Background: an optimization exercise with open tools, aiming at small area, a short achievable clock period and few clock cycles per item. Do not read the settings as production practice.
Function was checked by simulation only, so behaviour that the tests miss may differ from the original.
Power figures rest on the tool's default switching activity, not on a simulated workload.

### flow/run.sh
#!/bin/bash
# The standard layout (standard.sh, the standard flow's own ORFS run) with these ORFS
# settings changed; make's full output goes to make.log here, each ORFS step's
# log to orfs/logs.
set -euo pipefail
export BUFFER_PORTS_ARGS="-buffer_cell sky130_fd_sc_hd__buf_1"
export SKIP_GATE_CLONING=1
bash standard.sh > make.log 2>&1
### standard.sh
#!/bin/bash
# synth_recipe.tcl (not shown) runs the flow's synth.tcl, then flattens the netlist and writes it again
# the make line also repeats each setting of config.mk as NAME=value (left out here)
make -C /OpenROAD-flow-scripts/flow DESIGN_CONFIG=/design/flow/config.mk WORK_HOME=/design/flow/orfs CLKGATE_MAP_FILE= SYNTH_SCRIPT=/design/flow/synth_recipe.tcl "${@:-finish}"
### config.mk
export PLATFORM = sky130hd
export DESIGN_NAME = source_text_tokenizer
export DESIGN_NICKNAME = source_text_tokenizer
export VERILOG_FILES = /design/flow/design.v
export SDC_FILE = /design/flow/constraint.sdc
export NUM_CORES = 4
export LEC_CHECK = 0
export CAP_MARGIN = 20
export CORE_MARGIN = 2
export CORE_UTILIZATION = 40
export CTS_BUF_LIST = sky130_fd_sc_hd__clkbuf_8
export SETUP_SLACK_MARGIN = 2.35
export SLEW_MARGIN = 20
### constraint.sdc
create_clock -name core_clock -period 5.0 [get_ports {clk_i}]
set_input_delay 1.0000 -clock core_clock [delete_from_list [all_inputs] [get_ports {clk_i}]]
set_output_delay 1.0000 -clock core_clock [all_outputs]
set_load 0.01 [all_outputs]
### design.v
package stt_pkg;
  localparam int unsigned LineBits   = 16;
  localparam int unsigned ColBits    = 16;
  localparam int unsigned OffsetBits = 32;
  localparam int unsigned LengthBits = 16;
  localparam int unsigned KindBits   = 5;
  typedef logic [LineBits-1:0]   line_t;
  typedef logic [ColBits-1:0]    col_t;
  typedef logic [OffsetBits-1:0] offset_t;
  typedef logic [LengthBits-1:0] length_t;
  localparam logic [7:0] ChNul   = 8'h00;
  localparam logic [7:0] ChTab   = 8'h09;
  localparam logic [7:0] ChLf    = 8'h0A;
  localparam logic [7:0] ChCr    = 8'h0D;
  localparam logic [7:0] ChSpace = 8'h20;
  localparam logic [7:0] ChBang  = 8'h21;
  localparam logic [7:0] ChDot   = 8'h2E;
  localparam logic [7:0] ChEq    = 8'h3D;
  localparam logic [7:0] ChUnder = 8'h5F;
  typedef enum logic [KindBits-1:0] {
    TK_ILLEGAL  = 5'd0,
    TK_EOF      = 5'd1,
    TK_IDENT    = 5'd2,
    TK_INT      = 5'd3,
    TK_DOUBLE   = 5'd4,
    TK_ASSIGN   = 5'd5,
    TK_EQ       = 5'd6,
    TK_BANG     = 5'd7,
    TK_NOT_EQ   = 5'd8,
    TK_PLUS     = 5'd9,
    TK_MINUS    = 5'd10,
    TK_ASTERISK = 5'd11,
    TK_SLASH    = 5'd12,
    TK_MODULO   = 5'd13,
    TK_SEMI     = 5'd14,
    TK_LPAREN   = 5'd15,
    TK_RPAREN   = 5'd16,
    TK_COMMA    = 5'd17,
    TK_LBRACE   = 5'd18,
    TK_RBRACE   = 5'd19,
    TK_LT       = 5'd20,
    TK_GT       = 5'd21
  } token_kind_e;
  typedef enum logic [2:0] {
    MODE_IDLE   = 3'd0,
    MODE_IDENT  = 3'd1,
    MODE_NUM    = 3'd2,
    MODE_NUMDOT = 3'd3,
    MODE_EQ     = 3'd4,
    MODE_BANG   = 3'd5
  } scan_mode_e;
  typedef struct packed {
    token_kind_e kind;
    line_t       line;
    col_t        col;
    offset_t     offset;
    length_t     len;
    logic        last;
  } tok_t;
  function automatic logic is_alpha(input logic [7:0] c);
    is_alpha = ((c >= 8'h61 && c <= 8'h7A) || (c >= 8'h41 && c <= 8'h5A) || (c == stt_pkg::ChUnder));
  endfunction
  function automatic logic is_digit(input logic [7:0] c);
    is_digit = (c >= 8'h30 && c <= 8'h39);
  endfunction
  function automatic logic is_space(input logic [7:0] c);
    is_space = ((c == stt_pkg::ChSpace) || (c == stt_pkg::ChTab) || (c == stt_pkg::ChLf) || (c == stt_pkg::ChCr));
  endfunction
  function automatic token_kind_e single_kind(input logic [7:0] c);
    token_kind_e k;
    unique case (c)
      8'h2B:   k = stt_pkg::TK_PLUS;
      8'h2D:   k = stt_pkg::TK_MINUS;
      8'h2A:   k = stt_pkg::TK_ASTERISK;
      8'h2F:   k = stt_pkg::TK_SLASH;
      8'h25:   k = stt_pkg::TK_MODULO;
      8'h3B:   k = stt_pkg::TK_SEMI;
      8'h28:   k = stt_pkg::TK_LPAREN;
      8'h29:   k = stt_pkg::TK_RPAREN;
      8'h2C:   k = stt_pkg::TK_COMMA;
      8'h7B:   k = stt_pkg::TK_LBRACE;
      8'h7D:   k = stt_pkg::TK_RBRACE;
      8'h3C:   k = stt_pkg::TK_LT;
      8'h3E:   k = stt_pkg::TK_GT;
      default: k = stt_pkg::TK_ILLEGAL;
    endcase
    single_kind = k;
  endfunction
  localparam int unsigned TokBits = KindBits + LineBits + ColBits + OffsetBits + LengthBits + 1;
  function automatic logic [TokBits-1:0] mk_tok(input token_kind_e kind, input line_t line,
                                                input col_t col, input offset_t offset,
                                                input length_t len);
    mk_tok = {kind, line, col, offset, len, 1'b0};
  endfunction
endpackage
module source_text_tokenizer (
  input  logic                             clk_i,
  input  logic                             rst_ni,
  input  logic                             txt_valid_i,
  output logic                             txt_ready_o,
  input  logic [7:0]                       txt_char_i,
  input  logic                             txt_end_i,
  output logic                             tok_valid_o,
  input  logic                             tok_ready_i,
  output logic [stt_pkg::KindBits-1:0]     tok_kind_o,
  output logic [stt_pkg::LineBits-1:0]     tok_line_o,
  output logic [stt_pkg::ColBits-1:0]      tok_col_o,
  output logic [stt_pkg::OffsetBits-1:0]   tok_offset_o,
  output logic [stt_pkg::LengthBits-1:0]   tok_length_o,
  output logic                             tok_last_o
);
  typedef struct packed {
    logic       e;
    logic       al;
    logic       dg;
    logic       dt;
    logic       eq;
    logic       bg;
    logic       lf;
    logic       sg;
    logic [4:0] sk;
  } cls_t;
  typedef struct packed {
    logic id;
    logic num;
    logic dot;    
    logic op;     
  } mode_t;
  typedef struct packed {
    logic       v;       
    logic       sa;      
    logic       sb;      
    logic       last;
    logic       fin;     
    logic       stp;     
    logic       lrun;    
    logic [1:0] lsm;     
    logic [4:0] kind;
  } pres_t;
  function automatic cls_t classify(input logic [7:0] c, input logic end_i);
    cls_t r;
    logic e;
    e    = end_i || (c == stt_pkg::ChNul);
    r.e  = e;
    r.al = !e && stt_pkg::is_alpha(c);
    r.dg = !e && stt_pkg::is_digit(c);
    r.dt = !e && (c == stt_pkg::ChDot);
    r.eq = !e && (c == stt_pkg::ChEq);
    r.bg = !e && (c == stt_pkg::ChBang);
    r.lf = !e && (c == stt_pkg::ChLf);
    r.sg = !e && !stt_pkg::is_alpha(c) && !stt_pkg::is_digit(c) && !stt_pkg::is_space(c) &&
           (c != stt_pkg::ChEq) && (c != stt_pkg::ChBang);
    r.sk = stt_pkg::single_kind(c);
    classify = r;
  endfunction
  function automatic pres_t present(input cls_t x, input logic vld, input mode_t m,
                                    input logic bang, input logic seen, input logic ph);
    pres_t r;
    logic hold_dot, a_ex, c_ex, c_idle, special, sp_x;
    hold_dot = m.num && x.dt && !seen;
    a_ex     = (m.id && !x.al) || (m.num && !x.dg && !hold_dot) || (m.dot && !x.dg) || m.op;
    c_ex     = x.e || (x.sg && !hold_dot);
    c_idle   = x.e || x.sg;
    special  = m.dot && !x.dg;
    sp_x     = !(x.e || x.al || x.dg || x.eq || x.bg || x.sg);
    r.sa     = a_ex && !ph;
    r.sb     = special && ph;
    r.v      = vld && (a_ex || c_ex);
    if (r.sa) begin
      r.last = !special && !c_ex;
      r.fin  = !special && !c_ex;
      r.stp  = 1'b0;
      r.lrun = !m.op;
      r.lsm  = {x.eq, !x.eq};
      if (m.id)       r.kind = stt_pkg::TK_IDENT;
      else if (m.op)  r.kind = bang ? (x.eq ? stt_pkg::TK_NOT_EQ : stt_pkg::TK_BANG)
                                    : (x.eq ? stt_pkg::TK_EQ : stt_pkg::TK_ASSIGN);
      else            r.kind = (m.num && seen) ? stt_pkg::TK_DOUBLE : stt_pkg::TK_INT;
    end else if (r.sb) begin
      r.last = !c_idle;
      r.fin  = sp_x;
      r.stp  = !sp_x;
      r.lrun = 1'b0;
      r.lsm  = 2'd1;
      r.kind = stt_pkg::TK_ILLEGAL;
    end else begin
      r.last = 1'b1;
      r.fin  = 1'b1;
      r.stp  = 1'b0;
      r.lrun = 1'b0;
      r.lsm  = {1'b0, !x.e};
      r.kind = x.e ? stt_pkg::TK_EOF : x.sk;
    end
    present = r;
  endfunction
  logic cur_vld_q, skd_vld_q, cur_vld_d;
  cls_t cur_q, skd_q, in_cls, cur_d;
  mode_t            mode_q, mode_d;
  logic             bang_q, bang_d;    
  logic             seen_q, seen_d;    
  stt_pkg::line_t   line_q, line_d;
  stt_pkg::col_t    col_q, col_d, tsc_q;
  stt_pkg::offset_t off_q, off_d, tso_q;
  stt_pkg::length_t run_q, run_d;
  logic             ph_q, ph_d;        
  logic             ctop_q, otop_q;    
  pres_t            pr_q, pr_d;
  logic hold_dot, absorbed, start;
  logic take, consume, step, cur_free, in_xfer;
  logic adv, two, lf_adv, radv;
  logic off_top, col_top, run_top, oc1, cc1, rc1;
  assign hold_dot = mode_q.num && cur_q.dt && !seen_q;
  assign absorbed = (mode_q.id && cur_q.al) || (mode_q.num && cur_q.dg) || hold_dot ||
                    (mode_q.dot && cur_q.dg) || (mode_q.op && cur_q.eq);
  assign start    = !cur_q.e && !absorbed && (cur_q.al || cur_q.dg || cur_q.eq || cur_q.bg);
  assign tok_valid_o  = pr_q.v;
  assign tok_kind_o   = pr_q.kind;
  assign tok_last_o   = pr_q.last;
  assign tok_line_o   = line_q;
  assign tok_col_o    = pr_q.sa ? tsc_q : {col_q[15:1], col_q[0] || (pr_q.sb && ctop_q)};
  assign tok_offset_o = pr_q.sa ? tso_q : {off_q[31:1], off_q[0] || (pr_q.sb && otop_q)};
  assign tok_length_o = pr_q.lrun ? run_q : {14'd0, pr_q.lsm};
  assign take     = pr_q.v && tok_ready_i;
  assign step     = take && pr_q.stp;
  assign consume  = (cur_vld_q && !pr_q.v) || (take && pr_q.fin);
  assign cur_free = !cur_vld_q || consume;
  assign txt_ready_o = !skd_vld_q;
  assign in_xfer     = txt_valid_i && !skd_vld_q;
  assign in_cls      = classify(txt_char_i, txt_end_i);
  assign adv    = step || (consume && !cur_q.e && !hold_dot);
  assign two    = consume && mode_q.dot;
  assign lf_adv = consume && cur_q.lf;
  assign radv   = consume && (mode_q.id || mode_q.num || mode_q.dot) && absorbed && !hold_dot;
  assign off_top = &off_q[31:1];
  assign col_top = &col_q[15:1];
  assign run_top = &run_q[15:1];
  assign oc1     = adv && !off_top && (two || off_q[0]);
  assign cc1     = adv && !col_top && (two || col_q[0]);
  assign rc1     = radv && !run_top && (mode_q.dot || run_q[0]);
  always_comb begin
    cur_vld_d = cur_vld_q;
    cur_d     = cur_q;
    if (cur_free) begin
      cur_vld_d = skd_vld_q || in_xfer;
      cur_d     = skd_vld_q ? skd_q : in_cls;
    end
    ph_d = ph_q;
    if (consume || step) begin
      ph_d = 1'b0;
    end else if (take) begin
      ph_d = 1'b1;
    end
    off_d[0] = adv ? (off_top || (off_q[0] ^ !two)) : off_q[0];
    for (int i = 1; i < 32; i++) begin
      off_d[i] = off_q[i] ^ (oc1 && (&(off_q | ~((32'd1 << i) - 32'd2))));
    end
    line_d[0] = line_q[0] ^ (lf_adv && !(&line_q));
    for (int i = 1; i < 16; i++) begin
      line_d[i] = line_q[i] ^ (lf_adv && !(&line_q) && (&(line_q | ~((16'd1 << i) - 16'd1))));
    end
    col_d[0] = lf_adv || (adv ? (col_top || (col_q[0] ^ !two)) : col_q[0]);
    for (int i = 1; i < 16; i++) begin
      col_d[i] = !lf_adv && (col_q[i] ^ (cc1 && (&(col_q | ~((16'd1 << i) - 16'd2)))));
    end
    if (consume && start) begin
      run_d = stt_pkg::length_t'(1);
    end else begin
      run_d[0] = radv ? (run_top || (run_q[0] ^ !mode_q.dot)) : run_q[0];
      for (int i = 1; i < 16; i++) begin
        run_d[i] = run_q[i] ^ (rc1 && (&(run_q | ~((16'd1 << i) - 16'd2))));
      end
    end
    mode_d = mode_q;
    bang_d = bang_q;
    seen_d = seen_q;
    if (step) begin
      mode_d.dot = 1'b0;
    end else if (consume) begin
      mode_d.id  = start ? cur_q.al : (mode_q.id && cur_q.al);
      mode_d.num = start ? cur_q.dg : (mode_q.num && cur_q.dg) || (mode_q.dot && cur_q.dg);
      mode_d.dot = hold_dot;
      mode_d.op  = start && (cur_q.eq || cur_q.bg);
      if (start) begin
        bang_d = cur_q.bg;
        seen_d = 1'b0;
      end else if (mode_q.dot && cur_q.dg) begin
        seen_d = 1'b1;
      end
    end
    pr_d = present(cur_d, cur_vld_d, mode_d, bang_d, seen_d, ph_d);
  end
  always_ff @(posedge clk_i or negedge rst_ni) begin
    if (!rst_ni) begin
      cur_vld_q <= 1'b0;
      skd_vld_q <= 1'b0;
      ph_q      <= 1'b0;
      mode_q    <= '0;
      line_q    <= stt_pkg::line_t'(1);
      col_q     <= stt_pkg::col_t'(1);
      off_q     <= '0;
      pr_q.v    <= 1'b0;
    end else begin
      cur_vld_q <= cur_vld_d;
      skd_vld_q <= cur_free ? 1'b0 : (skd_vld_q || in_xfer);
      ph_q      <= ph_d;
      mode_q    <= mode_d;
      line_q    <= line_d;
      col_q     <= col_d;
      off_q     <= off_d;
      pr_q.v    <= pr_d.v;
    end
  end
  always_ff @(posedge clk_i) begin
    cur_q  <= cur_d;
    if (!skd_vld_q) begin
      skd_q <= in_cls;
    end
    if (consume && start) begin
      tsc_q <= col_q;
      tso_q <= off_q;
    end
    run_q  <= run_d;
    bang_q <= bang_d;
    seen_q <= seen_d;
    ctop_q <= col_top;
    otop_q <= off_top;
    {pr_q.sa, pr_q.sb, pr_q.last, pr_q.fin, pr_q.stp, pr_q.lrun, pr_q.lsm, pr_q.kind} <=
      {pr_d.sa, pr_d.sb, pr_d.last, pr_d.fin, pr_d.stp, pr_d.lrun, pr_d.lsm, pr_d.kind};
  end
endmodule
==> run_results.csv, run 1 <==
group,metric,value,unit
grt,global_route.usage.total,0.159,
placement,dp_hpwl,11300,µm
outcome,status,"finished clean",
setup_path,endpoint_kind,"flip-flop",
timing,fmax,387,MHz
route,drc,0,
synthesis,synthMostInstantiatedCell,"dfrtp_1",
placement,placement.cell_area,0.00873,mm²
timing,total_negative_slack,0,ns
synthesis,async_flop_share,0.402,
power_and_ir_drop,power_density,479,mW/mm²
placement,dpl_ws,1.37,ns
timing,fin_skew,0.0137,ns
power_and_ir_drop,fin_total_pwr,4.53,mW
timing,tightestPinTransition,0.814,ns
timing,layout_setup_ws,2.42,ns
setup_path,worstPathArrival,2.97,ns
timing,drv_slew,0,
synthesis,synth-warning-count,1,
setup_path,worstSetupStartpointType,"input pin",
setup_path,critical_path_required,5.39,ns
synthesis,ys_seq_elements,179,
power_and_ir_drop,ir_drop,0.197,mV
timing,finalCriticalPeriod,2.58,ns
layout,final_area,0.00944,mm²
placement,port_buffer_count,100,
synthesis,avgSynthCellArea,11.2,µm²
synthesis,synth_top_cell_area_share,0.217,
synthesis,top_cells_by_area_in_the_synthesized_netlist,"dfrtp_1, edfxtp_1, dfxtp_1",
timing,hold_viol,0,
run,cap_violations,0,
layout,diodes,0,
grt,grt_max_degree,65,
setup_path,ff2ff_setup_slack,2.49,ns
setup_path,worst-path-max-fanout,7,
layout,synthToLayoutAreaGrowth,16.8,%
floorplan,top_level_ports,101,
timing,rsz0062_at_grt,"yes",
synthesis,synthDistinctLibCells,75,
setup_path,setup.worst_path.start,"txt_char_i[5]",
synthesis,post-synth-top-area-cell,"dfrtp_1",
route,route.detailed.wl_per_inst,14.9,µm
clock_tree,worstSkewPairLatency,0.48,ns
clock_tree,clock_tree_from_tritoncts,"yes",
min_path,min-delay-start,"cur_q[4]",
setup_path,worst_r2r_path_depth,9,
floorplan,die_w,146,µm
power_and_ir_drop,leak,3.82,nW
synthesis,nets_in_the_synthesized_netlist,745,
clock_tree,post_cts_clock_slew_at_the_launch_and_capture_registers_of_the_worst_setup_and_hold_paths,0.11,ns
layout,layout_cells_sized_above_1,0.187,
floorplan,placementRows,52,
synthesis,mappedNetlistArea,0.00809,mm²
grt,initial_antenna_violation_count,1,
synthesis,netlist_top_cells_count,"dfrtp_1, nor2_1, dfxtp_1",
clock_tree,cts_inserted_buffers,17,
route,via_count,5639,
layout,finish.utilization,0.471,
clock_tree,ctsRootBufferMaster,"clkbuf_8",
route,via_per_inst,5.07,
clock_tree,cts_max_path_buffers,2,
synthesis,synth_edf_count,49,
setup_path,critical_path.reg2reg.startpoint,"mode_q[3]",
synthesis,part_of_the_yosys_area_used_for_sequential_elements,0.549,
synthesis,synth_cells,724,
min_path,worst_min_delay_path_category,"reg -> reg",
timing,period_share,0.516,
timing,slew_headroom,0.456,
grt,grt_pass1_wl,27000,µm
clock_tree,cts_htree_levels,4,
route,count_of_antenna_violating_nets_left_after_detailed_routing,0,
floorplan,die_height,146,µm
route,drt_first_iter_violations,265,
floorplan,start_util,0.404,
grt,first_global_vias,5216,
floorplan,die-area,0.0214,mm²
grt,globalRoute.totalOverflow,0,
setup_path,critical_path_class,"in -> reg",
route,first_pass_iters,5,
setup_path,regToRegEndpoint,"pr_q[1]",
clock_tree,cts_num_sinks,179,
synthesis,synth_ff_type,"dfrtp_1",
layout,layout.filler_cells,1936,
timing,setup-violations-final,0,
route,wl,16600,µm
floorplan,floorplan.core_area,0.0200,mm²
layout,finish.net_count,851,
setup_path,critical_path.endpoint,"pr_q[3]",
placement,gp_congestion,0.835,
## cells by family (layout without fill, tap and decap cells)
| logic type | count (synthesis) | in the layout | share of synthesized area |
|---|---|---|---|
| DFF | 179 | 179 | 0.549 |
| and+or+nand+nor | 268 | 268 | 0.172 |
| buffers and inverters | 50 | 169 | 0.0282 |
| adders and majority gates | 8 | 8 | 0.0124 |
| muxes | 56 | 56 | 0.0777 |
| AOI/OAI and AO/OA | 95 | 95 | 0.0871 |
| xor gates and xnor gates | 68 | 68 | 0.0736 |
## critical path: stages
cell and delay (ns):
buf_1 0.16, nand3b_1 0.21, a41oi_2 0.19, or4bb_4 0.57, a31oi_4 0.20, a31oi_4 0.12
clkbuf_4 0.19, o41ai_1 0.33
## what timing repair did
| item | 4_1_cts | 5_1_grt |
|---|---|---|
| hold buffers | 0 | 0 |
| setup buffers | 7 | 7 |
| cloned | 0 | 0 |
| endpoints found under the setup margin | 75 | 40 |
| pin swaps | 2 | 7 |
| gates resized for setup | 21 | 27 |
## where the power goes
part	switching [mW]	total, mW	internal (mW)
combinational	0.835	1.47	0.638
sequential	0.181	1.96	1.78
clock	0.597	1.09	0.494
total	1.61	4.53	2.91
## through the flow
stage / instances / hold slack, ns
after floorplan: 724 / 0.404
after global placement: 1067 / 0.424
after detailed placement: 1067 / 0.428
after CTS: 1106 / 0.450
after global routing: 1113 / 0.473
final: 1113 / 0.450
## routing by layer
layer,GRT usage,vias up,part of all wire
li1,-,2791,-
met1,0.211,2722,0.47
met2,0.255,108,0.48
met3,0.0372,16,0.040
met4,0.0553,2,0.014
met5,0,-,0.00090
## cells in the final DEF (no fill, tap or decap), types with 4 or more instances in the layout
cell / n
nand2b_1: 6
inv_8: 7
nor3_1: 14
edfxtp_1: 49
nand3_1: 38
and2_1: 21
buf_4: 15
nor3b_1: 4
nand2_1: 56
mux2_4: 4
buf_1: 92
nand4_1: 18
and3_1: 8
clkbuf_8: 18
dfxtp_1: 55
ha_1: 8
inv_1: 18
mux2_2: 50
nor2b_1: 5
dfrtp_1: 69
nor2_1: 60
xnor2_1: 32
nand3b_1: 4
o21ai_0: 20
a21oi_1: 19
a31oi_1: 4
clkbuf_4: 6
xor2_1: 36
## flip-flops by register name, indices dropped and copies added (netlist names), 4 cells and up
register  flops
off_q        32
tso_q        32
col_q        16
line_q       16
run_q        16
tsc_q        16
pr_q         14
cur_q        13
skd_q        13
mode_q        4
## cell type report
class                           instances  area (µm²)  area share
Sequential cell                       179        4440       0.471
Multi-Input combinational cell        495        3580       0.379
Timing Repair Buffer                  117         544      0.0576
Tap cell                              270         338      0.0358
Clock buffer                           18         248      0.0262
Clock inverter                         14         203      0.0215
Inverter                               20        83.8     0.00888
## worst min-delay path by stage
stage / end / slack [ns] / depth (start not counted)
2_1_floorplan: cur_q[4] / 0.40 / 2
3_3_place_gp: skd_q[7] / 0.42 / 2
3_5_place_dp: cur_q[4] / 0.43 / 2
4_1_cts: cur_q[4] / 0.45 / 2
5_1_grt: skd_q[8] / 0.47 / 2
6_report: cur_q[4] / 0.45 / 2
Testbench counts, summed over its fixed seeds: cycles 24,838, bytes 24,017.
==> inputs of run 2 (changes only) <==
--- a/config.mk
+++ b/config.mk
@@ -9,5 +9,5 @@
 export CORE_MARGIN = 2
 export CORE_UTILIZATION = 40
 export CTS_BUF_LIST = sky130_fd_sc_hd__clkbuf_8
-export SETUP_SLACK_MARGIN = 2.35
+export SETUP_SLACK_MARGIN = 2.2
 export SLEW_MARGIN = 20
==> run 2 against run 1 <==
Register-to-register slack got worse by 0.11 ns. Flip-flop and latch count unchanged. Core utilization decreased by 1.2 points. Critical path depth increased by 1. Clock-buffer cell count decreased by 1. Total power decreased by 4.6%. Sequential power about the same. Global-route usage about the same. Maximum frequency decreased by 4.8%. Synthesized area unchanged. Critical endpoint unchanged.
==> run_results.csv, run 2 <==
group,metric,value,unit
synthesis,synth-warning-count,1,
setup_path,crit_chain,"buf_1 -> nand4b_1 -> and2_2 -> o22ai_2 -> inv_1 -> a31oi_2 -> a31oi_4 -> buf_2 -> o41ai_1",
timing,total_negative_slack,0,ns
synthesis,largest_family_of_logic_cells_by_synthesized_area,"simple AND/OR/NAND/NOR gates",
floorplan,start_util,0.404,
setup_path,slowest_stage_cell_on_the_critical_path,"and2_2",
run,cap_violations,0,
timing,setup-violations-final,0,
placement,gp_congestion,0.853,
layout,finish.utilization,0.460,
layout,finish.net_count,838,
synthesis,synthMostInstantiatedCell,"dfrtp_1",
grt,grt_pass1_wl,27200,µm
layout,layout_cells_sized_above_1,0.158,
synthesis,nets_in_the_synthesized_netlist,745,
clock_tree,worstSkewPairLatency,0.49,ns
clock_tree,clock_tree_from_tritoncts,"yes",
synthesis,synth_edf_count,49,
synthesis,netlist_top_cells_count,"dfrtp_1, nor2_1, dfxtp_1",
clock_tree,cts_inserted_buffers,17,
setup_path,worstSetupStartpointType,"input pin",
synthesis,synthAdderAreaFrac,0.0124,
floorplan,floorplan.core_area,0.0200,mm²
setup_path,critical_path_class,"in -> reg",
synthesis,top_cells_by_area_in_the_synthesized_netlist,"dfrtp_1, edfxtp_1, dfxtp_1",
layout,diodes,0,
synthesis,mux_cell_area_share_after_synthesis,0.0777,
grt,first_global_vias,5317,
power_and_ir_drop,ir_drop,0.198,mV
timing,fin_skew,0.0169,ns
grt,grt_max_degree,53,
min_path,worst_min_delay_path_category,"reg -> reg",
timing,period_share,0.543,
timing,fmax,369,MHz
timing,rsz0062_at_grt,"yes",
synthesis,mappedNetlistArea,0.00809,mm²
power_and_ir_drop,power_density,469,mW/mm²
synthesis,post-synth-top-area-cell,"dfrtp_1",
synthesis,synth-xor-area-share,0.0737,
grt,global_route.usage.total,0.158,
layout,final_area,0.00921,mm²
floorplan,die_height,146,µm
grt,initial_antenna_violation_count,1,
power_and_ir_drop,leak,3.69,nW
clock_tree,cts_max_path_buffers,2,
clock_tree,cts_num_sinks,179,
synthesis,synth-compound-area-share,0.0871,
floorplan,die-area,0.0214,mm²
layout,largest_registers,"off_q: 32 flops, tso_q: 32 flops",
synthesis,synth_cells,724,
clock_tree,post_cts_hold_buffer_count,0,
setup_path,worst-path-max-fanout,9,
route,via_per_inst,5.04,
setup_path,endpoint_kind,"flip-flop",
route,via_count,5545,
synthesis,synthDistinctLibCells,75,
layout,synthToLayoutAreaGrowth,13.9,%
placement,dp_hpwl,11400,µm
route,first_pass_iters,4,
clock_tree,cts_htree_levels,4,
route,count_of_antenna_violating_nets_left_after_detailed_routing,0,
placement,port_buffer_count,100,
floorplan,top_level_ports,101,
synthesis,synth_ff_type,"dfrtp_1",
outcome,status,"finished clean",
clock_tree,post_cts_clock_slew_at_the_launch_and_capture_registers_of_the_worst_setup_and_hold_paths,0.11,ns
route,route.detailed.wl_per_inst,15.0,µm
timing,finalCriticalPeriod,2.71,ns
floorplan,placementRows,52,
layout,mostFrequentLayoutCell,"buf_1",
placement,placement.cell_area,0.00869,mm²
route,drc,0,
timing,drv_slew,0,
setup_path,slowest_delay,0.35,ns
timing,slew_headroom,0.306,
grt,globalRoute.totalOverflow,0,
synthesis,async_flop_share,0.402,
synthesis,part_of_the_yosys_area_used_for_sequential_elements,0.549,
timing,tightestPinTransition,1.03,ns
layout,layout.cells.most_common_list,"buf_1, dfrtp_1, nor2_1",
floorplan,die_w,146,µm
synthesis,ys_seq_elements,179,
synthesis,avgSynthCellArea,11.2,µm²
route,wl,16500,µm
setup_path,critical_path_required,5.39,ns
clock_tree,ctsRootBufferMaster,"clkbuf_8",
synthesis,yosys.area_share.simple,0.172,
synthesis,synth_top_cell_area_share,0.217,
route,drt_first_iter_violations,389,
setup_path,worstPathArrival,3.11,ns
timing,hold_viol,0,
==> run 2: cell counts after synthesis <==
Identical to the previous run, type by type.
==> run 2: critical path: cells and delay by family <==
kind / cells / cell delay, ns
buf+inv: 3 / 0.51
compound gates: 4 / 0.97
simple gates: 2 / 0.62
==> run 2: stage by stage <==
stage	instances	hold slack [ns]	setup WS, ns	power, mW
final	1100	0.449	2.29	4.32
after floorplan	724	0.404	2.24	2.91
after global routing	1100	0.450	2.14	4.58
after global placement	1067	0.421	1.45	3.29
after CTS	1099	0.437	2.21	4.35
after detailed placement	1067	0.432	1.43	3.30
==> run 2: area by class of cell <==
| type | count | area, µm² |
|---|---|---|
| Timing Repair Buffer | 104 | 447 |
| Multi-Input combinational cell | 495 | 3490 |
| Sequential cell | 179 | 4440 |
| Clock inverter | 15 | 183 |
| Fill cell | 1938 | 10800 |
| Clock buffer | 17 | 234 |
| Inverter | 20 | 78.8 |
| Tap cell | 270 | 338 |
==> run 2: layer usage <==
layer | up-vias | wire [µm] | share of wire | GRT usage
met4 | 2 | 360 | 0.022 | 0.0631
met2 | 94 | 7780 | 0.47 | 0.249
met1 | 2643 | 7720 | 0.47 | 0.212
met3 | 28 | 587 | 0.036 | 0.0372
met5 | - | 16 | 0.00097 | 0
li1 | 2778 | - | - | -
==> run 2: final timing paths <==
kind | startpoint | to | slack (ns) | cells past startpoint
min in group asynchronous | rst_ni | col_q[8] | 0.46 | 1
max | tok_ready_i | pr_q[3] | 2.29 | 9
max in group asynchronous | rst_ni | line_q[3] | 3.57 | 2
max reg2reg | pr_q[13] | off_q[20] | 2.38 | 9
min reg2reg | skd_q[7] | skd_q[7] | 0.45 | 2
min | skd_q[7] | skd_q[7] | 0.45 | 2
==> run 2: cell families after synthesis <==
group	count (synthesis)
and+or+nand+nor	268
xor gates and xnor gates	68
DFF	179
adders and majority gates	8
AOI/OAI and AO/OA	95
muxes	56
buffers and inverters	50
==> run 2: power breakdown <==
| part | leakage (nW) | internal (mW) | total, mW | switching, mW |
|---|---|---|---|---|
| sequential | 1.85 | 1.78 | 1.95 | 0.173 |
| clock | 0.206 | 0.428 | 1.03 | 0.601 |
| combinational | 1.63 | 0.547 | 1.34 | 0.793 |
| total | 3.69 | 2.75 | 4.32 | 1.57 |
==> run 2: timing repair <==
action	CTS	global route
gates resized for setup	8	20
endpoints found under the hold margin	0	0
endpoints found under the setup margin	58	31
pin swaps	0	2
buffers inserted	0	1
cloned	0	0
==> inputs of run 3 (changes only) <==
--- a/config.mk
+++ b/config.mk
@@ -9,5 +9,6 @@
 export CORE_MARGIN = 2
 export CORE_UTILIZATION = 40
 export CTS_BUF_LIST = sky130_fd_sc_hd__clkbuf_8
-export SETUP_SLACK_MARGIN = 2.2
+export PLACE_DENSITY_LB_ADDON = 0.2
+export SETUP_SLACK_MARGIN = 2.3
 export SLEW_MARGIN = 20
==> run 3 against run 2 <==
Total power up 2.0%. Wire length increased by 3.6%. Register-to-register slack improved by 0.03 ns. Worst hold slack got worse by 0.0024 ns. Clock power is 9% lower. Combinational power rose by 13%. Highest routed layer is now met4. Sequential share of layout area is 0.75 points lower. Cell area grew 1.7%. Still clean on timing, DRC and antenna. Synthesized area did not move. Largest cell class unchanged. Via count rose by 0.72%. Critical endpoint is now pr_q[9]. Flip-flop and latch count did not move.
==> run_results.csv, run 3 <==
group,metric,value,unit
clock_tree,cts_inserted_buffers,17,
setup_path,ff2ff_setup_slack,2.41,ns
grt,initial_antenna_violation_count,0,
synthesis,mappedNetlistArea,0.00809,mm²
layout,layout_cells_sized_above_1,0.183,
setup_path,worst-path-max-fanout,17,
synthesis,synth_ff_type,"dfrtp_1",
route,drt_first_iter_violations,311,
grt,global_route.usage.total,0.162,
power_and_ir_drop,power_density,471,mW/mm²
floorplan,die_height,146,µm
floorplan,floorplan.core_area,0.0200,mm²
layout,finish.utilization,0.468,
synthesis,synth_cells,724,
clock_tree,post_cts_clock_slew_at_the_launch_and_capture_registers_of_the_worst_setup_and_hold_paths,0.09,ns
placement,dpl_ws,1.37,ns
layout,seq_cell_area,0.00444,mm²
layout,finish.net_count,850,
timing,fin_skew,0.0151,ns
setup_path,crit_chain,"clkbuf_2 -> nand2_1 -> and3_2 -> inv_6 -> mux2_2 -> or4_1 -> o31a_1 -> a21oi_1",
synthesis,synthMostInstantiatedCell,"dfrtp_1",
setup_path,slowest_delay,0.52,ns
synthesis,synth_edf_count,49,
route,via_count,5585,
floorplan,top_level_ports,101,
placement,dp_hpwl,11400,µm
clock_tree,cts_max_path_buffers,2,
clock_tree,post_cts_hold_buffer_count,0,
floorplan,placementRows,52,
synthesis,nets_in_the_synthesized_netlist,745,
grt,globalRoute.totalOverflow,0,
route,wl,17100,µm
timing,fmax,385,MHz
floorplan,start_util,0.404,
layout,layout.filler_cells,1949,
timing,setup-violations-final,0,
run,cap_violations,0,
synthesis,ys_seq_elements,179,
setup_path,critical_path_class,"in -> reg",
setup_path,setup.worst_path.start,"tok_ready_i",
setup_path,regToRegEndpoint,"pr_q[1]",
timing,tightestPinTransition,0.886,ns
setup_path,worstPathArrival,2.99,ns
clock_tree,worstSkewPairLatency,0.46,ns
placement,gp_congestion,0.814,
synthesis,post-synth-top-area-cell,"dfrtp_1",
timing,period_share,0.519,
power_and_ir_drop,leak,3.77,nW
synthesis,synth_top_cell_area_share,0.217,
clock_tree,ctsRootBufferMaster,"clkbuf_8",
setup_path,critical_path.endpoint,"pr_q[9]",
synthesis,avgSynthCellArea,11.2,µm²
setup_path,critical_path_required,5.39,ns
placement,port_buffer_count,100,
timing,hold_viol,0,
layout,multiInputGateArea,0.00353,mm²
setup_path,worst_r2r_path_depth,9,
clock_tree,clock_tree_from_tritoncts,"yes",
clock_tree,cts_htree_levels,4,
floorplan,die_w,146,µm
synthesis,async_flop_share,0.402,
outcome,status,"finished clean",
timing,drv_slew,0,
layout,layout.cells.most_common_list,"buf_1, dfrtp_1, nor2_1",
layout,diodes,0,
route,drc,0,
clock_tree,cts_num_sinks,179,
synthesis,part_of_the_yosys_area_used_for_sequential_elements,0.549,
layout,largest_registers,"off_q: 32 flops, tso_q: 32 flops",
floorplan,die-area,0.0214,mm²
route,via_per_inst,5.02,
setup_path,worstSetupStartpointType,"input pin",
grt,grt_max_degree,46,
route,count_of_antenna_violating_nets_left_after_detailed_routing,0,
synthesis,synthDistinctLibCells,75,
min_path,holdPathStages,2,
synthesis,top_cells_by_area_in_the_synthesized_netlist,"dfrtp_1, edfxtp_1, dfxtp_1",
timing,rsz0062_at_grt,"yes",
timing,total_negative_slack,0,ns
route,route.detailed.wl_per_inst,15.3,µm
grt,first_global_vias,5303,
layout,synthToLayoutAreaGrowth,15.9,%
layout,mostFrequentLayoutCell,"buf_1",
min_path,worst_min_delay_path_category,"reg -> reg",
setup_path,slowest_stage_cell_on_the_critical_path,"or4_1",
timing,finalCriticalPeriod,2.60,ns
route,first_pass_iters,4,
timing,slew_headroom,0.408,
synthesis,synth-warning-count,1,
timing,layout_setup_ws,2.40,ns
power_and_ir_drop,ir_drop,0.199,mV
grt,grt_pass1_wl,27700,µm
setup_path,critical_path.reg2reg.startpoint,"mode_q[3]",
setup_path,endpoint_kind,"flip-flop",
synthesis,netlist_top_cells_count,"dfrtp_1, nor2_1, dfxtp_1",
-- run 3: cell counts after synthesis --
No cell type changed its count.
-- run 3: final cells by class --
type,instances,share of cell area
multi-input combinational,495,0.377
timing repair buffer,116,0.0637
inverter,20,0.00881
tap,270,0.0361
clock inverter,15,0.0154
sequential,179,0.474
clock buffer,17,0.0250
-- run 3: worst max-delay path: cells and delay by family --
kind                   cells  cell delay, ns
AND/OR/NAND/NOR            3            0.86
multiplexers               1            0.44
AO/OA/AOI/OAI              2            0.38
buffers and inverters      2            0.31
-- run 3: stage by stage --
stage          instance area [µm²]  instances  total power, mW  hold WS, ns
2_1_floorplan                 8120        724             2.93        0.404
3_3_place_gp                  8710       1068             3.30        0.422
3_5_place_dp                  8710       1068             3.30        0.427
4_1_cts                       9200       1106             4.36        0.447
5_1_grt                       9370       1112             4.69        0.467
6_report                      9370       1112             4.41        0.446
-- run 3: per-layer routing --
layer | up-vias | wire length [µm] | GRT usage
li1 | 2785 | - | -
met1 | 2671 | 8210 | 0.224
met2 | 109 | 7940 | 0.253
met3 | 20 | 688 | 0.0381
met4 | 0 | 218 | 0.0490
met5 | - | 0 | 0
-- run 3: cells by family (layout without fill, tap and decap cells) --
logic type,Yosys count,after routing,synth area share
buf+inv,50,168,0.0282
fa+ha+maj,8,8,0.0124
xor+xnor,68,68,0.0736
compound gates,95,95,0.0871
mux,56,56,0.0777
flops,179,179,0.549
simple gates,268,268,0.172
-- run 3: worst min path at each step --
stage,start,endpoint
final,cur_q[4],cur_q[4]
after global routing,cur_q[4],cur_q[4]
after floorplan,cur_q[4],cur_q[4]
after CTS,cur_q[4],cur_q[4]
after detailed placement,cur_q[4],cur_q[4]
after global placement,skd_q[7],skd_q[7]
-- run 3: repair_timing --
| item | in CTS | in global routing |
|---|---|---|
| setup endpoints to repair | 64 | 63 |
| buffers inserted | 6 | 6 |
| pin swaps | 2 | 5 |
| gates resized for setup | 23 | 29 |
-- run 3: power breakdown --
group	internal, mW	total (mW)	switching [mW]	leakage (nW)
sequential	1.78	1.96	0.177	1.85
clock	0.366	0.935	0.569	0.183
combinational	0.671	1.51	0.844	1.74
total	2.82	4.41	1.59	3.77
==> inputs of run 4 (changes only) <==
--- a/config.mk
+++ b/config.mk
@@ -6,9 +6,9 @@
 export NUM_CORES = 4
 export LEC_CHECK = 0
 export CAP_MARGIN = 20
+export CORE_ASPECT_RATIO = 0.5
 export CORE_MARGIN = 2
 export CORE_UTILIZATION = 40
 export CTS_BUF_LIST = sky130_fd_sc_hd__clkbuf_8
-export PLACE_DENSITY_LB_ADDON = 0.2
 export SETUP_SLACK_MARGIN = 2.3
 export SLEW_MARGIN = 20
==> run 4 against run 3 <==
Flip-flop and latch count stayed put. Sequential share of layout area hardly changed. Largest power group unchanged. Via count is 1.2% higher. Critical endpoint is now pr_q[1].
==> run_results.csv, run 4 <==
group,metric,value,unit
route,drc,0,
synthesis,post-synth-top-area-cell,"dfrtp_1",
clock_tree,worstSkewPairLatency,0.45,ns
synthesis,part_of_the_yosys_area_used_for_sequential_elements,0.549,
synthesis,synth-xor-area-share,0.0737,
layout,largest_registers,"off_q: 32 flops, tso_q: 32 flops",
synthesis,yosys.area_share.simple,0.172,
min_path,worst_min_delay_path_category,"reg -> reg",
layout,diodes,0,
layout,finish.utilization,0.477,
grt,first_global_vias,5385,
timing,drv_slew,0,
clock_tree,ctsRootBufferMaster,"clkbuf_8",
synthesis,netlist_top_cells_count,"dfrtp_1, nor2_1, dfxtp_1",
setup_path,endpoint_kind,"flip-flop",
timing,fmax,368,MHz
route,route.detailed.wl_per_inst,15.5,µm
power_and_ir_drop,power_density,476,mW/mm²
synthesis,ys_seq_elements,179,
synthesis,mappedNetlistArea,0.00809,mm²
floorplan,top_level_ports,101,
clock_tree,cts_max_path_buffers,2,
timing,tightestPinTransition,1.12,ns
clock_tree,cts_htree_levels,4,
timing,period_share,0.544,
outcome,status,"finished clean",
route,via_per_inst,5.10,
synthesis,synth_cells,724,
floorplan,placementRows,36,
power_and_ir_drop,leak,3.76,nW
layout,synthToLayoutAreaGrowth,15.7,%
timing,setup-violations-final,0,
synthesis,mux_cell_area_share_after_synthesis,0.0777,
grt,globalRoute.totalOverflow,0,
run,cap_violations,0,
grt,global_route.usage.total,0.163,
setup_path,worst_r2r_path_depth,9,
setup_path,regToRegEndpoint,"pr_q[1]",
setup_path,critical_path_class,"in -> reg",
power_and_ir_drop,ir_drop,0.212,mV
synthesis,synth_top_cell_area_share,0.217,
synthesis,largest_family_of_logic_cells_by_synthesized_area,"simple AND/OR/NAND/NOR gates",
floorplan,start_util,0.412,
synthesis,async_flop_share,0.402,
synthesis,top_cells_by_area_in_the_synthesized_netlist,"dfrtp_1, edfxtp_1, dfxtp_1",
timing,total_negative_slack,0,ns
synthesis,synth-warning-count,1,
timing,slew_headroom,0.243,
timing,rsz0062_at_grt,"yes",
setup_path,setup.worst_path.start,"txt_char_i[5]",
placement,dp_hpwl,11500,µm
clock_tree,cts_num_sinks,179,
setup_path,worst-path-max-fanout,7,
route,drt_first_iter_violations,304,
grt,grt_max_degree,65,
route,first_pass_iters,4,
timing,hold_viol,0,
grt,initial_antenna_violation_count,0,
setup_path,critical_path_required,5.34,ns
synthesis,synth-compound-area-share,0.0871,
route,wl,17100,µm
floorplan,die_w,205,µm
timing,fin_skew,0.0163,ns
grt,grt_pass1_wl,27800,µm
placement,port_buffer_count,100,
synthesis,synthDistinctLibCells,75,
clock_tree,clock_tree_from_tritoncts,"yes",
floorplan,die_height,105,µm
layout,layout.cells.most_common_list,"buf_1, dfrtp_1, nor2_1",
clock_tree,post_cts_clock_slew_at_the_launch_and_capture_registers_of_the_worst_setup_and_hold_paths,0.09,ns
timing,finalCriticalPeriod,2.72,ns
clock_tree,cts_inserted_buffers,17,
floorplan,floorplan.core_area,0.0196,mm²
synthesis,nets_in_the_synthesized_netlist,745,
layout,layout.filler_cells,1857,
floorplan,die-area,0.0214,mm²
setup_path,critical_path.reg2reg.startpoint,"mode_q[3]",
synthesis,synth_edf_count,49,
synthesis,synth_ff_type,"dfrtp_1",
setup_path,critical_path.endpoint,"pr_q[1]",
setup_path,worstSetupStartpointType,"input pin",
placement,gp_congestion,0.897,
synthesis,avgSynthCellArea,11.2,µm²
clock_tree,post_cts_hold_buffer_count,0,
setup_path,worstPathArrival,3.06,ns
synthesis,synthMostInstantiatedCell,"dfrtp_1",
layout,layout_cells_sized_above_1,0.182,
setup_path,ff2ff_setup_slack,2.39,ns
synthesis,synthAdderAreaFrac,0.0124,
power_and_ir_drop,fin_total_pwr,4.45,mW
layout,mostFrequentLayoutCell,"buf_1",
route,via_count,5651,
layout,finish.net_count,849,
route,count_of_antenna_violating_nets_left_after_detailed_routing,0,
==> run 4: cell count changes in the layout (fill, tap and decap cells not counted), sizes merged <==
cell    delta
clkinv     +1
buf        -2
clkbuf     +1
bufinv     +3
inv        -4
==> run 4: area by class of cell <==
class | count | area (µm²) | share of cell area
Sequential cell | 179 | 4440 | 0.475
Inverter | 20 | 83.8 | 0.00896
Clock buffer | 17 | 234 | 0.0250
Tap cell | 266 | 333 | 0.0356
Multi-Input combinational cell | 495 | 3560 | 0.380
Clock inverter | 15 | 183 | 0.0195
Timing Repair Buffer | 115 | 527 | 0.0563
==> run 4: worst min-delay path by stage <==
stage	start	to	slack (ns)	cells past startpoint
5_1_grt	rst_ni	off_q[19]	0.47	1
3_5_place_dp	cur_q[4]	cur_q[4]	0.44	2
4_1_cts	rst_ni	off_q[19]	0.46	1
3_3_place_gp	skd_q[7]	skd_q[7]	0.42	2
6_report	skd_q[7]	skd_q[7]	0.45	2
2_1_floorplan	cur_q[4]	cur_q[4]	0.40	2
==> run 4: metal layers <==
metal,up-vias,GRT usage,part of all wire
met1,2756,0.219,0.48
li1,2794,-,-
met2,91,0.267,0.48
met4,0,0.0411,0.0082
met5,-,0,0
met3,10,0.0349,0.030
==> run 4: what timing repair did <==
item                       4_1_cts  5_1_grt
pin swaps                        1        2
setup endpoints to repair       79       70
resized for setup               20       22
buffers inserted                 4        8
==> run 4: logic make-up after synthesis <==
family                     after synthesis
and+or+nand+nor                        268
muxes                                   56
adders and majority gates                8
DFF                                    179
xor gates and xnor gates                68
AOI/OAI and AO/OA                       95
buffers and inverters                   50
==> run 4: critical path, cell delays in order <==
cell and delay (ns):
buf_1 0.22, nor3b_4 0.40, nand2_1 0.15, o41ai_2 0.41, mux2_2 0.29, ha_1 0.24, nor2_1 0.09, o21ai_0 0.09
nand2_1 0.10, o31ai_1 0.07
==> run 4: stage by stage <==
step / cells / area [µm²] / worst slack, ns / hold WS [ns]
floorplan: 724 / 8120 / 2.30 / 0.404
global placement: 1063 / 8690 / 1.51 / 0.423
detailed placement: 1063 / 8690 / 1.43 / 0.436
CTS: 1099 / 9210 / 2.30 / 0.456
global route: 1107 / 9360 / 2.24 / 0.466
finish: 1107 / 9360 / 2.28 / 0.455
==> run 4: report_power, final <==
part           internal (mW)  switching, mW  leakage [nW]  total (mW)
clock network          0.499          0.537         0.204        1.04
logic                  0.619          0.830          1.71        1.45
registers               1.78          0.186          1.85        1.97
==> inputs of run 5 (changes only) <==
--- a/config.mk
+++ b/config.mk
@@ -6,7 +6,7 @@
 export NUM_CORES = 4
 export LEC_CHECK = 0
 export CAP_MARGIN = 20
-export CORE_ASPECT_RATIO = 0.5
+export CORE_ASPECT_RATIO = 2.0
 export CORE_MARGIN = 2
 export CORE_UTILIZATION = 40
 export CTS_BUF_LIST = sky130_fd_sc_hd__clkbuf_8
==> run 5 against run 4 <==
Via count rose by 1.6%. Synthesized area did not move. Total power fell by 0.85%. Still clean on timing, DRC and antenna. Non-clock buffer count did not move. Clock skew fell by 0.0017 ns. Synthesized cell count did not move. Wire length rose by 5.1%. Highest routed layer unchanged. Die area did not move. Worst hold slack got worse by 0.012 ns. Clock power fell by 4%.
==> run_results.csv, run 5 <==
group,metric,value,unit
outcome,status,"finished clean",
setup_path,worstPathArrival,3.03,ns
clock_tree,ctsRootBufferMaster,"clkbuf_8",
route,via_per_inst,5.20,
layout,mostFrequentLayoutCell,"buf_1",
floorplan,die-area,0.0214,mm²
clock_tree,clock_tree_from_tritoncts,"yes",
grt,first_global_vias,5656,
synthesis,synth_top_cell_area_share,0.217,
floorplan,floorplan.core_area,0.0198,mm²
run,cap_violations,0,
timing,slew_headroom,0.231,
route,drt_first_iter_violations,235,
timing,total_negative_slack,0,ns
synthesis,nets_in_the_synthesized_netlist,745,
synthesis,ys_seq_elements,179,
timing,tightestPinTransition,1.14,ns
clock_tree,cts_max_path_buffers,2,
timing,fin_skew,0.0147,ns
synthesis,top_cells_by_area_in_the_synthesized_netlist,"dfrtp_1, edfxtp_1, dfxtp_1",
timing,fmax,380,MHz
timing,hold_viol,0,
synthesis,synth_cells,724,
timing,period_share,0.527,
route,drc,0,
synthesis,synth-warning-count,1,
placement,dp_hpwl,12600,µm
timing,layout_setup_ws,2.37,ns
timing,rsz0062_at_grt,"yes",
grt,initial_antenna_violation_count,0,
timing,setup-violations-final,0,
floorplan,start_util,0.408,
route,first_pass_iters,4,
synthesis,synthMostInstantiatedCell,"dfrtp_1",
floorplan,top_level_ports,101,
clock_tree,cts_num_sinks,179,
grt,global_route.usage.total,0.171,
synthesis,async_flop_share,0.402,
setup_path,critical_path_required,5.39,ns
setup_path,endpoint_kind,"flip-flop",
layout,synthToLayoutAreaGrowth,15.3,%
setup_path,critical_path_class,"in -> reg",
synthesis,netlist_top_cells_count,"dfrtp_1, nor2_1, dfxtp_1",
clock_tree,worstSkewPairLatency,0.46,ns
synthesis,post-synth-top-area-cell,"dfrtp_1",
route,count_of_antenna_violating_nets_left_after_detailed_routing,0,
grt,grt_pass1_wl,29000,µm
floorplan,placementRows,73,
placement,port_buffer_count,100,
synthesis,part_of_the_yosys_area_used_for_sequential_elements,0.549,
grt,globalRoute.totalOverflow,0,
clock_tree,cts_htree_levels,4,
synthesis,mappedNetlistArea,0.00809,mm²
grt,grt_max_degree,55,
route,wl,18000,µm
clock_tree,cts_inserted_buffers,17,
clock_tree,post_cts_hold_buffer_count,0,
min_path,worst_min_delay_path_category,"reg -> reg",
timing,whs,0.442,ns
route,route.detailed.wl_per_inst,16.3,µm
timing,drv_slew,0,
synthesis,avgSynthCellArea,11.2,µm²
synthesis,synth_ff_type,"dfrtp_1",
layout,layout.cells.most_common_list,"buf_1, dfrtp_1, nor2_1",
placement,dpl_ws,1.42,ns
power_and_ir_drop,leak,3.77,nW
timing,finalCriticalPeriod,2.63,ns
clock_tree,post_cts_clock_slew_at_the_launch_and_capture_registers_of_the_worst_setup_and_hold_paths,0.10,ns
layout,largest_registers,"off_q: 32 flops, tso_q: 32 flops",
floorplan,die_height,205,µm
placement,gp_congestion,0.871,
synthesis,synthDistinctLibCells,75,
layout,diodes,0,
power_and_ir_drop,ir_drop,0.243,mV
setup_path,worstSetupStartpointType,"input pin",
layout,finish.net_count,849,
layout,layout_cells_sized_above_1,0.178,
route,via_count,5739,
floorplan,die_w,105,µm
power_and_ir_drop,power_density,473,mW/mm²
synthesis,synth_edf_count,49,
setup_path,worst-path-max-fanout,18,
## run 5: worst paths after layout
| check | to | start | depth (start not counted) | slack, ns |
|---|---|---|---|---|
| setup / recovery | pr_q[9] | txt_char_i[4] | 8 | 2.37 |
| hold / removal | cur_q[4] | cur_q[4] | 2 | 0.44 |
| setup reg to reg | pr_q[1] | mode_q[3] | 9 | 2.42 |
| hold reg to reg | cur_q[4] | cur_q[4] | 2 | 0.44 |
| max in group asynchronous | skd_vld_q | rst_ni | 2 | 3.55 |
| min in group asynchronous | off_q[4] | rst_ni | 1 | 0.48 |
## run 5: metal layers
| layer | up-vias | share of wire | global-route usage | wire (µm) |
|---|---|---|---|---|
| met5 | - | 0 | 0 | 0 |
| met4 | 0 | 0.045 | 0.106 | 810 |
| met2 | 133 | 0.54 | 0.306 | 9740 |
| li1 | 2777 | - | - | - |
| met3 | 36 | 0.031 | 0.0274 | 553 |
| met1 | 2793 | 0.38 | 0.187 | 6900 |
## run 5: critical path, cell delays in order
cell and delay [ns]:
buf_4 0.17, nor4_1 0.60, a21oi_1 0.14, o21ai_0 0.22, o31ai_1 0.12, mux2_2 0.33, a211o_1 0.29, a21oi_1 0.14
## run 5: stage by stage
step / instances / utilization / instance area (µm²) / power [mW]
after floorplan: 724 / - / 8120 / 2.93
after global placement: 1060 / 0.439 / 8700 / 3.32
after detailed placement: 1060 / 0.439 / 8700 / 3.33
after CTS: 1096 / 0.464 / 9200 / 4.41
after global routing: 1103 / 0.470 / 9330 / 4.69
final: 1103 / 0.470 / 9330 / 4.42
## run 5: layout make-up
type / instances / area [µm²]
fill: 1920 / 10500
tap: 262 / 328
multi-input combinational: 495 / 3530
sequential: 179 / 4440
clock buffer: 18 / 248
inverter: 20 / 83.8
timing repair buffer: 115 / 538
clock inverter: 14 / 155
## run 5: repair_timing
action	CTS	global route
pin swaps	2	3
gates resized for setup	28	21
buffers inserted	4	7
gates cloned	0	0
endpoints found under the setup margin	125	79
endpoints found under the hold margin	0	0
## run 5: kinds of logic after synthesis
family                     share of synthesized area
and+or+nand+nor                                0.172
muxes                                         0.0777
xor gates and xnor gates                      0.0736
adders and majority gates                     0.0124
AOI/OAI and AO/OA                             0.0871
DFF                                            0.549
buffers and inverters                         0.0282
## run 5: power by group
part,total (mW),internal (mW),switching [mW]
logic,1.45,0.617,0.831
registers,1.96,1.78,0.184
clock network,1.00,0.467,0.537
==> inputs of run 6 (changes only) <==
--- a/config.mk
+++ b/config.mk
@@ -6,7 +6,6 @@
 export NUM_CORES = 4
 export LEC_CHECK = 0
 export CAP_MARGIN = 20
-export CORE_ASPECT_RATIO = 2.0
 export CORE_MARGIN = 2
 export CORE_UTILIZATION = 40
 export CTS_BUF_LIST = sky130_fd_sc_hd__clkbuf_8
==> run 6 against run 5 <==
Total power shrank 1.2%. Via count decreased by 1.9%. Maximum frequency is 0.52% lower. Clock skew up 0.0033 ns. Die area shrank 0.32%. Critical path depth fell by 5.
==> run_results.csv, run 6 <==
group,metric,value,unit
synthesis,synth_cells,724,
setup_path,slowest_stage_cell_on_the_critical_path,"mux2_2",
synthesis,nets_in_the_synthesized_netlist,745,
route,wl,16800,µm
timing,fmax,378,MHz
power_and_ir_drop,power.switching_fraction,0.353,
synthesis,synthDistinctLibCells,75,
setup_path,critical_path.reg2reg.startpoint,"cur_q[11]",
route,drc,0,
layout,finish.net_count,850,
placement,port_buffer_count,100,
timing,hold_viol,0,
layout,mostFrequentLayoutCell,"buf_1",
outcome,status,"finished clean",
floorplan,die_w,146,µm
synthesis,top_cells_by_area_in_the_synthesized_netlist,"dfrtp_1, edfxtp_1, dfxtp_1",
synthesis,async_flop_share,0.402,
setup_path,cp.buffers_inverters,2,
min_path,holdPathStages,2,
setup_path,endpoint_kind,"output port",
setup_path,worst-path-max-fanout,52,
layout,synthToLayoutAreaGrowth,15.0,%
synthesis,synth_ff_type,"dfrtp_1",
timing,rsz0062_at_grt,"yes",
layout,layout.filler_cells,1948,
synthesis,synth_edf_count,49,
synthesis,ys_seq_elements,179,
clock_tree,worstSkewPairLatency,0.47,ns
setup_path,regToRegEndpoint,"pr_q[1]",
layout,diodes,0,
synthesis,mappedNetlistArea,0.00809,mm²
power_and_ir_drop,clkPwrFrac,0.222,
setup_path,worstSetupStartpointType,"flip-flop",
power_and_ir_drop,p_sw,1.54,mW
synthesis,synth-warning-count,1,
timing,fin_skew,0.0179,ns
synthesis,netlist_top_cells_count,"dfrtp_1, nor2_1, dfxtp_1",
floorplan,floorplan.core_area,0.0200,mm²
route,route.detailed.wl_per_inst,15.1,µm
power_and_ir_drop,p_seq_frac,0.450,
clock_tree,cts_max_path_buffers,2,
layout,largest_registers,"off_q: 32 flops, tso_q: 32 flops",
setup_path,crit_chain,"buf_12 -> mux2_2 -> buf_1",
route,via_per_inst,5.06,
setup_path,critical_path_class,"reg -> out",
route,count_of_antenna_violating_nets_left_after_detailed_routing,0,
synthesis,synth_top_cell_area_share,0.217,
min_path,worst_min_delay_path_category,"reg -> reg",
grt,global_route.usage.total,0.160,
grt,globalRoute.totalOverflow,0,
grt,grt_max_degree,65,
timing,drv_slew,0,
timing,finalCriticalPeriod,2.65,ns
timing,total_negative_slack,0,ns
layout,layout_cells_sized_above_1,0.179,
power_and_ir_drop,power_density,469,mW/mm²
min_path,min-delay-start,"skd_q[7]",
setup_path,ff2ff_setup_slack,2.45,ns
setup_path,worstPathArrival,1.65,ns
power_and_ir_drop,ir_drop,0.202,mV
clock_tree,ctsRootBufferMaster,"clkbuf_8",
timing,period_share,0.530,
clock_tree,cts_num_sinks,179,
route,first_pass_iters,4,
timing,setup-violations-final,0,
grt,initial_antenna_violation_count,1,
min_path,worst_hold_path_ep,"skd_q[7]",
floorplan,top_level_ports,101,
power_and_ir_drop,p_int,2.82,mW
placement,gp_congestion,0.853,
placement,dp_hpwl,11400,µm
synthesis,avgSynthCellArea,11.2,µm²
synthesis,part_of_the_yosys_area_used_for_sequential_elements,0.549,
floorplan,die_height,146,µm
grt,grt_pass1_wl,27400,µm
clock_tree,cts_htree_levels,4,
clock_tree,post_cts_clock_slew_at_the_launch_and_capture_registers_of_the_worst_setup_and_hold_paths,0.10,ns
power_and_ir_drop,leak,3.77,nW
synthesis,post-synth-top-area-cell,"dfrtp_1",
setup_path,critical_path_required,4.00,ns
setup_path,worst_r2r_path_depth,9,
setup_path,slowest_delay,0.41,ns
power_and_ir_drop,fin_total_pwr,4.36,mW
timing,slew_headroom,0.267,
route,via_count,5632,
layout,layout.cells.most_common_list,"buf_1, dfrtp_1, nor2_1",
floorplan,start_util,0.404,
timing,tightestPinTransition,1.09,ns
clock_tree,clock_tree_from_tritoncts,"yes",
grt,first_global_vias,5318,
clock_tree,cts_inserted_buffers,17,
run,cap_violations,0,
power_and_ir_drop,pwr-share-comb,0.328,
floorplan,die-area,0.0214,mm²
synthesis,synthMostInstantiatedCell,"dfrtp_1",
setup_path,crit_family,"buffers and inverters",
route,drt_first_iter_violations,321,
setup_path,setup.worst_path.start,"pr_q[12]",
floorplan,placementRows,52,
run 6: area by class of cell:
class	instances	area, µm²	share of cell area
inverters	20	81.3	0.00874
repair buffers	116	528	0.0568
multi-input cells	495	3530	0.379
flip-flops and latches	179	4440	0.478
well taps	270	338	0.0363
clock buffers	19	262	0.0281
clock inverters	13	121	0.0130
run 6: how the worst max path moves through the flow:
stage / end / slack [ns] / cells past startpoint
2_1_floorplan: pr_q[9] / 2.30 / 8
3_3_place_gp: pr_q[5] / 1.47 / 8
3_5_place_dp: pr_q[5] / 1.40 / 8
4_1_cts: pr_q[5] / 2.30 / 9
5_1_grt: tok_offset_o[30] / 2.28 / 3
6_report: tok_col_o[1] / 2.35 / 3
run 6: routing by layer:
metal	vias up	global-route usage	part of all wire
met5	-	0	0.00077
met4	2	0.0573	0.016
met1	2718	0.212	0.46
met2	103	0.260	0.49
li1	2786	-	-
met3	23	0.0325	0.034
run 6: cells by family after synthesis:
| group | Yosys count | share of synthesized area |
|---|---|---|
| flip-flops | 179 | 0.549 |
| AO/OA/AOI/OAI | 95 | 0.0871 |
| multiplexers | 56 | 0.0777 |
| AND/OR/NAND/NOR | 268 | 0.172 |
| buffers and inverters | 50 | 0.0282 |
| XOR/XNOR | 68 | 0.0736 |
| adder cells (fa/ha/maj) | 8 | 0.0124 |
run 6: power groups by stage:
stage | Sequential, mW | Combinational, mW | Clock, mW
after floorplan | 1.92 | 1.00 | 0
after global placement | 1.98 | 1.31 | 0
after detailed placement | 1.99 | 1.32 | 0
after CTS | 1.96 | 1.39 | 0.992
after global routing | 2.00 | 1.57 | 1.05
final | 1.96 | 1.43 | 0.967
run 6: stage by stage:
stage,area (µm²),std cells,setup slack (ns),util,hold slack (ns)
floorplan,8120,724,2.30,-,0.404
global placement,8700,1067,1.47,0.434,0.422
detailed placement,8700,1067,1.40,0.434,0.427
CTS,9160,1103,2.30,0.457,0.451
global route,9300,1112,2.28,0.464,0.486
finish,9300,1112,2.35,0.464,0.446
run 6: repair_timing:
item | CTS | global route
setup buffers | 4 | 9
cloned | 0 | 0
pin swaps | 2 | 4
endpoints found under the setup margin | 73 | 52
gates resized for setup | 20 | 23
hold buffers | 0 | 0
run 6: worst register-to-register path, stage by stage, from the launching register on:
cell     delay [ns]
dfxtp_1        0.38
a221o_1        0.42
or3_4          0.46
nor3_1         0.21
mux2_2         0.40
ha_1           0.29
nor2_1         0.09
o21ai_0        0.07
nand2_1        0.08
o31ai_1        0.06
==> inputs of run 7 (changes only) <==
--- a/flow/run.sh
+++ b/flow/run.sh
@@ -5,4 +5,5 @@
 set -euo pipefail
 export BUFFER_PORTS_ARGS="-buffer_cell sky130_fd_sc_hd__buf_1"
 export SKIP_GATE_CLONING=1
+export SKIP_LAST_GASP=1
 bash standard.sh > make.log 2>&1
==> run 7 against run 6 <==
Critical endpoint unchanged. Total power unchanged. Clock power is essentially flat. Core utilization is the same. Setup slack did not move. Clock skew unchanged. Die area unchanged. Clock-buffer cell count unchanged. Flip-flop and latch count unchanged. Largest cell class unchanged. Wire length unchanged.
==> run_results.csv, run 7 <==
group,metric,value,unit
setup_path,slowest_stage_cell_on_the_critical_path,"mux2_2",
timing,layout_setup_ws,2.35,ns
route,drc,0,
power_and_ir_drop,p_int,2.82,mW
placement,number_of_instances_in_the_placed_design,1067,
power_and_ir_drop,power_density,469,mW/mm²
placement,gp_congestion,0.853,
synthesis,ys_seq_elements,179,
timing,rsz0062_at_grt,"yes",
synthesis,top_cells_by_area_in_the_synthesized_netlist,"dfrtp_1, edfxtp_1, dfxtp_1",
timing,fin_skew,0.0179,ns
route,count_of_antenna_violating_nets_left_after_detailed_routing,0,
grt,grt_max_degree,65,
synthesis,synthDistinctLibCells,75,
route,drt_first_iter_violations,321,
timing,slew_headroom,0.267,
layout,final_area,0.00930,mm²
synthesis,synth_cells,724,
layout,largest_registers,"off_q: 32 flops, tso_q: 32 flops",
outcome,status,"finished clean",
route,via_count,5632,
timing,fmax,378,MHz
clock_tree,clock_tree_from_tritoncts,"yes",
route,via_per_inst,5.06,
floorplan,placementRows,52,
setup_path,critical_path_class,"reg -> out",
route,route.detailed.wl_per_inst,15.1,µm
floorplan,floorplan.core_area,0.0200,mm²
setup_path,worstPathArrival,1.65,ns
power_and_ir_drop,p_sw,1.54,mW
layout,layout_cells_sized_above_1,0.179,
layout,mostFrequentLayoutCell,"buf_1",
power_and_ir_drop,leak,3.77,nW
synthesis,synthMostInstantiatedCell,"dfrtp_1",
layout,diodes,0,
synthesis,synth-warning-count,1,
run,cap_violations,0,
layout,finish.net_count,850,
route,first_pass_iters,4,
min_path,worst_min_delay_path_category,"reg -> reg",
floorplan,die_height,146,µm
power_and_ir_drop,fin_total_pwr,4.36,mW
floorplan,die_w,146,µm
placement,placement.cell_area,0.00870,mm²
grt,initial_antenna_violation_count,1,
synthesis,nets_in_the_synthesized_netlist,745,
floorplan,die-area,0.0214,mm²
layout,layout.filler_cells,1948,
layout,finish.utilization,0.464,
timing,finalCriticalPeriod,2.65,ns
synthesis,synth_ff_type,"dfrtp_1",
layout,layout.cells.most_common_list,"buf_1, dfrtp_1, nor2_1",
layout,synthToLayoutAreaGrowth,15.0,%
setup_path,cp.buffers_inverters,2,
synthesis,synth_top_cell_area_share,0.217,
timing,whs,0.446,ns
synthesis,async_flop_share,0.402,
placement,dpl_ws,1.40,ns
power_and_ir_drop,p_seq_frac,0.450,
floorplan,start_util,0.404,
clock_tree,worstSkewPairLatency,0.47,ns
placement,dp_hpwl,11400,µm
setup_path,slowest_delay,0.41,ns
clock_tree,post_cts_clock_slew_at_the_launch_and_capture_registers_of_the_worst_setup_and_hold_paths,0.10,ns
timing,period_share,0.530,
timing,setup-violations-final,0,
power_and_ir_drop,power.switching_fraction,0.353,
grt,grt_pass1_wl,27400,µm
grt,first_global_vias,5318,
clock_tree,cts_max_path_buffers,2,
setup_path,crit_chain,"buf_12 -> mux2_2 -> buf_1",
setup_path,endpoint_kind,"output port",
floorplan,top_level_ports,101,
placement,port_buffer_count,100,
setup_path,critical_path_required,4.00,ns
setup_path,crit_family,"buffers and inverters",
clock_tree,cts_htree_levels,4,
setup_path,ff2ff_setup_slack,2.45,ns
synthesis,synth_edf_count,49,
power_and_ir_drop,pwr-share-comb,0.328,
synthesis,netlist_top_cells_count,"dfrtp_1, nor2_1, dfxtp_1",
power_and_ir_drop,clkPwrFrac,0.222,
timing,drv_slew,0,
setup_path,worstSetupStartpointType,"flip-flop",
synthesis,post-synth-top-area-cell,"dfrtp_1",
setup_path,worst-path-max-fanout,52,
grt,globalRoute.totalOverflow,0,
clock_tree,cts_inserted_buffers,17,
timing,hold_viol,0,
grt,global_route.usage.total,0.160,
layout,post_layout_nonfiller_instances,1112,
clock_tree,ctsRootBufferMaster,"clkbuf_8",
power_and_ir_drop,ir_drop,0.202,mV
synthesis,avgSynthCellArea,11.2,µm²
route,wl,16800,µm
timing,total_negative_slack,0,ns
synthesis,mappedNetlistArea,0.00809,mm²
synthesis,part_of_the_yosys_area_used_for_sequential_elements,0.549,
timing,tightestPinTransition,1.09,ns
clock_tree,cts_num_sinks,179,
[run 7: cell type report]
cell class,instances,area (µm²),area share
Multi-Input combinational cell,495,3530,0.379
Timing Repair Buffer,116,528,0.0568
Inverter,20,81.3,0.00874
Tap cell,270,338,0.0363
Clock buffer,19,262,0.0281
Clock inverter,13,121,0.0130
Sequential cell,179,4440,0.478
[run 7: logic make-up (layout without fill, tap and decap cells)]
group	count (synthesis)	after routing	share of synthesized area
compound gates	95	95	0.0871
simple gates	268	268	0.172
xor+xnor	68	68	0.0736
flops	179	179	0.549
mux	56	56	0.0777
fa+ha+maj	8	8	0.0124
buf+inv	50	168	0.0282
[run 7: timing repair]
action,CTS,global route
pin swaps,2,4
setup endpoints to repair,73,52
gates resized for setup,20,23
hold buffers,0,0
setup buffers,4,9
gates cloned,0,0
[run 7: layer usage]
metal / routed length (µm) / vias up / global-route usage / part of all wire
met5: 13 / - / 0 / 0.00077
li1: - / 2786 / - / -
met3: 572 / 23 / 0.0325 / 0.034
met1: 7760 / 2718 / 0.212 / 0.46
met2: 8170 / 103 / 0.260 / 0.49
met4: 276 / 2 / 0.0573 / 0.016
[run 7: worst paths after layout]
check,startpoint,end,cells after the start
setup reg to reg,cur_q[11],pr_q[1],9
setup / recovery,pr_q[12],tok_col_o[1],3
hold reg to reg,skd_q[7],skd_q[7],2
hold / removal,skd_q[7],skd_q[7],2
min in group asynchronous,rst_ni,col_q[9],1
max in group asynchronous,rst_ni,line_q[14],2
[run 7: power groups by stage]
stage | registers, mW | logic, mW | clock network [mW]
floorplan | 1.92 | 1.00 | 0
global placement | 1.98 | 1.31 | 0
detailed placement | 1.99 | 1.32 | 0
CTS | 1.96 | 1.39 | 0.992
global route | 2.00 | 1.57 | 1.05
finish | 1.96 | 1.43 | 0.967
[run 7: worst register-to-register path: stages, from the launching register on]
cell and delay (ns):
dfxtp_1 0.38, a221o_1 0.42, or3_4 0.46, nor3_1 0.21
mux2_2 0.40, ha_1 0.29, nor2_1 0.09, o21ai_0 0.07
nand2_1 0.08, o31ai_1 0.06

[afterwards: timing with drivers on the ports]
The results above use ideal ports. As a check the final layouts listed here were re-extracted and re-timed, cells and wires unchanged.
Step 1: set_driving_cell puts a clkbuf_16 on clk_i and a buf_2 on each other input, an assumption about the parent block.
Step 2 times the ports against the registers' clock, not the clock port: input delays grow and output delays shrink by t, the midpoint of the rising clock arrivals with the driver on.
a / b / c = ideal ports / drivers / drivers and shift; a / b = the first two.
run	t (ns)	slack for setup (ns)	hold slack, ns	worst setup path at the end	latest minus earliest clock arrival (ns)
run 1	0.511	2.418 / 2.390 / 1.926	0.450 / 0.450 / 0.450	input to register	0.016 / 0.016
run 2	0.513	2.287 / 2.252 / 1.739	0.449 / 0.449 / 0.449	input to register	0.018 / 0.018
run 3	0.489	2.404 / 2.373 / 1.884	0.446 / 0.446 / 0.446	input to register	0.019 / 0.018
run 4	0.481	2.280 / 2.295 / 1.814	0.455 / 0.455 / 0.455	input to register	0.016 / 0.017
run 5	0.494	2.366 / 2.350 / 1.889	0.442 / 0.442 / 0.442	input to register	0.015 / 0.015
run 6	0.502	2.352 / 2.312 / 1.906	0.446 / 0.446 / 0.446	input to register	0.019 / 0.019
run 7	0.502	2.352 / 2.312 / 1.906	0.446 / 0.446 / 0.446	input to register	0.019 / 0.019
After both steps every run listed still meets setup and hold. For run 2, which loses most, drivers alone change the setup slack by -0.035 ns; drivers and shift together by -0.548 ns.
